Source: an optimization exercise on an open RTL-to-GDS flow (aim: small area, a short achievable clock period and few clock cycles). Production flows keep margins and buffers that such runs may drop. In this exercise RTL edits were held to simulation tests only and were not proved equivalent to the original. Power and IR drop assume default switching activity.

== orange ==
// matvec_top
module matvec_top (
    input  logic               clk,
    input  logic               reset,
    input  logic               input_valid,
    output logic               input_ready,
    input  matvec_pkg::elem_t  input_data,
    input  logic               new_matrix,
    output logic               output_valid,
    input  logic               output_ready,
    output matvec_pkg::acc_t   output_data
);
    localparam int N  = 8;
    localparam int IW = 14;
    localparam int AW = 28;
    localparam int D  = 12;             
    localparam logic [AW-1:0] ACC_MAX = {1'b0, {(AW-1){1'b1}}};
    localparam logic [AW-1:0] ACC_MIN = {1'b1, {(AW-1){1'b0}}};
    logic [2:0] ph;        
    logic [2:0] col;       
    logic [2:0] row;       
    logic [1:0] mode;      
    logic [4:0] owed;      
    logic       accept;
    logic       x_word;
    logic       mat_word;
    logic       last_x;
    logic [2:0] ph_n, col_n, row_n;
    logic [1:0] mode_n;
    logic [4:0] owed_n;
    logic       ready_q;
    assign x_word   = (mode == 2'd2) || ((mode == 2'd0) && !new_matrix);
    assign mat_word = (mode == 2'd1) || ((mode == 2'd0) && new_matrix);
    assign input_ready = ready_q;
    assign accept = input_valid && ready_q && !reset;
    assign last_x = accept && (mode == 2'd2) && (col == 3'd7);
    always_comb begin
        ph_n   = ph + 3'd1;
        col_n  = col;
        row_n  = row;
        mode_n = mode;
        if (accept) begin
            col_n = col + 3'd1;
            case (mode)
                2'd0: mode_n = new_matrix ? 2'd1 : 2'd2;
                2'd1: begin
                    if (col == 3'd7) begin
                        row_n = row + 3'd1;
                        if (row == 3'd7) mode_n = 2'd2;
                    end
                end
                default: begin
                    if (col == 3'd7) mode_n = 2'd0;
  ...
==> module matvec_top, before the edit <==
module matvec_top (
    input  logic               clk,
    input  logic               reset,
    input  logic               input_valid,
    output logic               input_ready,
    input  matvec_pkg::elem_t  input_data,
    input  logic               new_matrix,
    output logic               output_valid,
    input  logic               output_ready,
    output matvec_pkg::acc_t   output_data
);
    localparam int N  = 8;
    localparam int IW = 14;
    localparam int AW = 28;
    localparam int D  = 12;             
    localparam logic [AW-1:0] ACC_MAX = {1'b0, {(AW-1){1'b1}}};
    localparam logic [AW-1:0] ACC_MIN = {1'b1, {(AW-1){1'b0}}};
    logic [2:0] ph;        
    logic [2:0] col;       
    logic [2:0] row;       
    logic [1:0] mode;      
    logic [4:0] owed;      
    logic       accept;
    logic       x_word;
    logic       mat_word;
    logic       last_x;
    logic [2:0] ph_n, col_n, row_n;
    logic [1:0] mode_n;
    logic [4:0] owed_n;
    logic       ready_q;
    assign x_word   = (mode == 2'd2) || ((mode == 2'd0) && !new_matrix);
    assign mat_word = (mode == 2'd1) || ((mode == 2'd0) && new_matrix);
    assign input_ready = ready_q;
    assign accept = input_valid && ready_q && !reset;
    assign last_x = accept && (mode == 2'd2) && (col == 3'd7);
    always_comb begin
        ph_n   = ph + 3'd1;
        col_n  = col;
        row_n  = row;
        mode_n = mode;
        if (accept) begin
            col_n = col + 3'd1;
            case (mode)
                2'd0: mode_n = new_matrix ? 2'd1 : 2'd2;
                2'd1: begin
                    if (col == 3'd7) begin
                        row_n = row + 3'd1;
                        if (row == 3'd7) mode_n = 2'd2;
                    end
                end
                default: begin
                    if (col == 3'd7) mode_n = 2'd0;
                end
            endcase
        end
        if (reset) begin
            ph_n   = '0;
            col_n  = '0;
            row_n  = '0;
            mode_n = 2'd0;
        end
    end
    always_ff @(posedge clk) begin
        ph      <= ph_n;
        col     <= col_n;
        row     <= row_n;
        mode    <= mode_n;
        ready_q <= (ph_n == col_n) &&
                   !((mode_n == 2'd2) && (col_n == 3'd7) && (owed_n > 5'(D - N)));
    end
    logic [N-1:0][N-1:0][IW-1:0] ring;
    for (genvar r = 0; r < N; r++) begin : g_ring
        always_ff @(posedge clk) begin
            for (int k = 0; k < N - 1; k++) ring[r][k] <= ring[r][k+1];
            if (accept && mat_word && (row == 3'(r))) ring[r][N-1] <= input_data;
            else                                      ring[r][N-1] <= ring[r][0];
        end
    end
    logic [N-1:0][6:0] xone, xtwo, xneg;
    logic [N+1:0]      fl;      
    logic [N+1:0]      ll;      
    logic [IW:0]       xb;
    logic [6:0]        one_in, two_in, neg_in;
    assign xb = {input_data, 1'b0};
    for (genvar i = 0; i < 7; i++) begin : g_rec
        assign one_in[i] = xb[2*i+1] ^ xb[2*i];
        assign two_in[i] = (xb[2*i+2] & ~xb[2*i+1] & ~xb[2*i]) |
                           (~xb[2*i+2] & xb[2*i+1] & xb[2*i]);
        assign neg_in[i] = xb[2*i+2];
    end
    always_ff @(posedge clk) begin
        xone[0] <= (accept && x_word) ? one_in : '0;
        xtwo[0] <= (accept && x_word) ? two_in : '0;
        xneg[0] <= (accept && x_word) ? neg_in : '0;
        for (int k = 1; k < N; k++) begin
            xone[k] <= xone[k-1];
            xtwo[k] <= xtwo[k-1];
            xneg[k] <= xneg[k-1];
        end
    end
    always_ff @(posedge clk) begin
        if (reset) begin
            fl <= '0;
            ll <= '0;
        end else begin
            fl <= {fl[N:0], accept && x_word && (col == 3'd0)};
            ll <= {ll[N:0], last_x};
        end
    end
    logic [N-1:0][AW-1:0] acc;
    logic [N-1:0][AW-1:0] push_terms;
    for (genvar r = 0; r < N; r++) begin : g_row
        logic [IW-1:0] w;
        logic [AW:0]   s, c, t_q, u_q;
        logic [AW:0]   a, hs, hc, sum;
        assign w = ring[r][N-1-r];
        mul_csa u_mul (
            .w   (w),
            .one (xone[r]),
            .two (xtwo[r]),
            .neg (xneg[r]),
            .s (s),
            .c (c)
        );
        assign a  = fl[r+1] ? '0 : {acc[r][AW-1], acc[r]};
        assign hs = a ^ t_q;
        assign hc = (u_q | (a & t_q)) << 1;
        add_sk #(.W(AW + 1)) u_add (
            .a (hs),
            .b (hc),
            .y (sum)
        );
        always_ff @(posedge clk) begin
            t_q <= s ^ c;
            u_q <= s & c;
            if (sum[AW] != sum[AW-1]) acc[r] <= sum[AW] ? ACC_MIN : ACC_MAX;
            else                      acc[r] <= sum[AW-1:0];
        end
        assign push_terms[r] = ll[r+2] ? acc[r] : '0;
    end
    localparam int NE = D - 1;
    logic [NE-1:0][AW-1:0] fe;
    logic [NE-1:0]         wp, rp;      
    logic [3:0]            n;           
    logic                  ov;
    logic [AW-1:0]         oq;
    logic                  push, pop, load, take;
    logic [AW-1:0]         din, head, nextval;
    always_comb begin
        din = '0;
        for (int r = 0; r < N; r++) din = din | push_terms[r];
        head = '0;
        for (int i = 0; i < NE; i++) head = head | (rp[i] ? fe[i] : '0);
    end
    logic       avail;
    logic [3:0] n_keep, n_take;
    logic [4:0] owed_keep, owed_pop;
    assign push      = |ll[N+1:2];
    assign avail     = (n != 4'd0) || push;
    assign load      = !ov || output_ready;
    assign pop       = ov && output_ready;
    assign take      = load && avail;
    assign nextval   = (n != 4'd0) ? head : din;
    assign owed_n    = reset ? 5'd0 : (pop ? owed_pop : owed_keep);
    assign n_keep    = n + 4'(push);
    assign n_take    = n_keep - 4'd1;
    assign owed_keep = owed + (last_x ? 5'd8 : 5'd0);
    assign owed_pop  = owed_keep - 5'd1;
    always_ff @(posedge clk) begin
        for (int i = 0; i < NE; i++) begin
            if (push && wp[i]) fe[i] <= din;
        end
        if (load) oq <= nextval;
    end
    always_ff @(posedge clk) begin
        if (reset) begin
            wp   <= NE'(1);
            rp   <= NE'(1);
            n    <= '0;
            ov   <= 1'b0;
            owed <= '0;
        end else begin
            if (push) wp <= {wp[NE-2:0], wp[NE-1]};
            if (take) rp <= {rp[NE-2:0], rp[NE-1]};
            n    <= take ? n_take : n_keep;
            ov   <= avail || (ov && !output_ready);
            owed <= owed_n;
        end
    end
    assign output_valid = ov;
    assign output_data  = oq;
endmodule
make LEC_CHECK=0 CAP_MARGIN=20 CORE_MARGIN=2 CORE_UTILIZATION=70 CTS_CLUSTER_DIAMETER=120 CTS_CLUSTER_SIZE=24 SETUP_SLACK_MARGIN=4.5 SLEW_MARGIN=20 finish   # period 8.0 ns
run.sh (not shown) runs the stock make flow with config.mk's settings and CLKGATE_MAP_FILE= SYNTH_SCRIPT=/design/flow/synth_recipe.tcl, a recipe that flattens the netlist after the stock synthesis.
In summary, orange completed successfully, with a layout that passed the timing, DRC and antenna checks.
Testbench counts of orange, summed over its fixed seeds: cycles 5,464.
Inputs modified between orange and purple:
--- a/flow/design.v
+++ b/flow/design.v
@@ -445,10 +445,12 @@
             fl <= {fl[N:0], accept && x_word && (col == 3'd0)};
             ll <= {ll[N:0], last_x};
         end
     end
     logic [N-1:0][AW-1:0] acc;
+    logic [N-1:0]         sat_q;       
+    logic [N-1:0]         sgn_q;       
     logic [N-1:0][AW-1:0] push_terms;
     for (genvar r = 0; r < N; r++) begin : g_row
         logic [IW-1:0] w;
         logic [AW:0]   s, c, t_q, u_q;
         logic [AW:0]   a, hs, hc, sum;
@@ -459,25 +461,28 @@
             .two (xtwo[r]),
             .neg (xneg[r]),
             .s (s),
             .c (c)
         );
-        assign a  = fl[r+1] ? '0 : {acc[r][AW-1], acc[r]};
+        logic [AW-1:0] eff;
+        assign eff = sat_q[r] ? (sgn_q[r] ? ACC_MIN : ACC_MAX) : acc[r];
+        assign a   = fl[r+1] ? '0 : {eff[AW-1], eff};
         assign hs = a ^ t_q;
         assign hc = (u_q | (a & t_q)) << 1;
         add_sk #(.W(AW + 1)) u_add (
             .a (hs),
             .b (hc),
             .y (sum)
         );
         always_ff @(posedge clk) begin
             t_q <= s ^ c;
             u_q <= s & c;
-            if (sum[AW] != sum[AW-1]) acc[r] <= sum[AW] ? ACC_MIN : ACC_MAX;
-            else                      acc[r] <= sum[AW-1:0];
+            acc[r]   <= sum[AW-1:0];
+            sat_q[r] <= sum[AW] != sum[AW-1];
+            sgn_q[r] <= sum[AW];
         end
-        assign push_terms[r] = ll[r+2] ? acc[r] : '0;
+        assign push_terms[r] = ll[r+2] ? eff : '0;
     end
     localparam int NE = D - 1;
     logic [NE-1:0][AW-1:0] fe;
     logic [NE-1:0]         wp, rp;      
     logic [3:0]            n;           
Findings:
Compare orange and purple | summed instance area of the synthesized netlist higher: purple. Tap cell count of purple exceeds that of orange slightly. orange and purple ended up with nearly the same share of the final layout cell area in sequential cells. purple vs. orange: met3 layer wire length in the routed design now smaller, net switching component of the power went up, non-clock buffer count shows an increase of 3.8%. Die area, orange and purple: larger value in purple.
Testbench counts of purple, summed over its fixed seeds: cycles 5,464.

-- what the ideal ports hide --
No port has a modelled driver above. Below, the same layouts with a new extraction and two added sets of constraints.
Step 1 assumes that a clkbuf_16 drives the clock port and a buf_2 every other input.
Step 2, shift: input delay + t, output delay - t, t = (earliest + latest rising clock arrival at the registers) / 2. This alone moves slack from input paths to output paths.
a / b / c = no drivers / after step 1 / after step 2; a / b = the first two.
run	shift t [ns]	setup WS [ns]	worst setup path after step 2	clock arrival spread, ns	cell pins on the clock port's net
orange	0.846	4.417 / 4.417 / 3.910	input to register	0.035 / 0.036	1
purple	0.843	4.425 / 4.425 / 3.767	input to register	0.042 / 0.042	1
After both steps every run listed still meets setup and hold. The setup slack of purple, which loses most, moves by 0.000 ns with the drivers and by -0.658 ns with both steps.
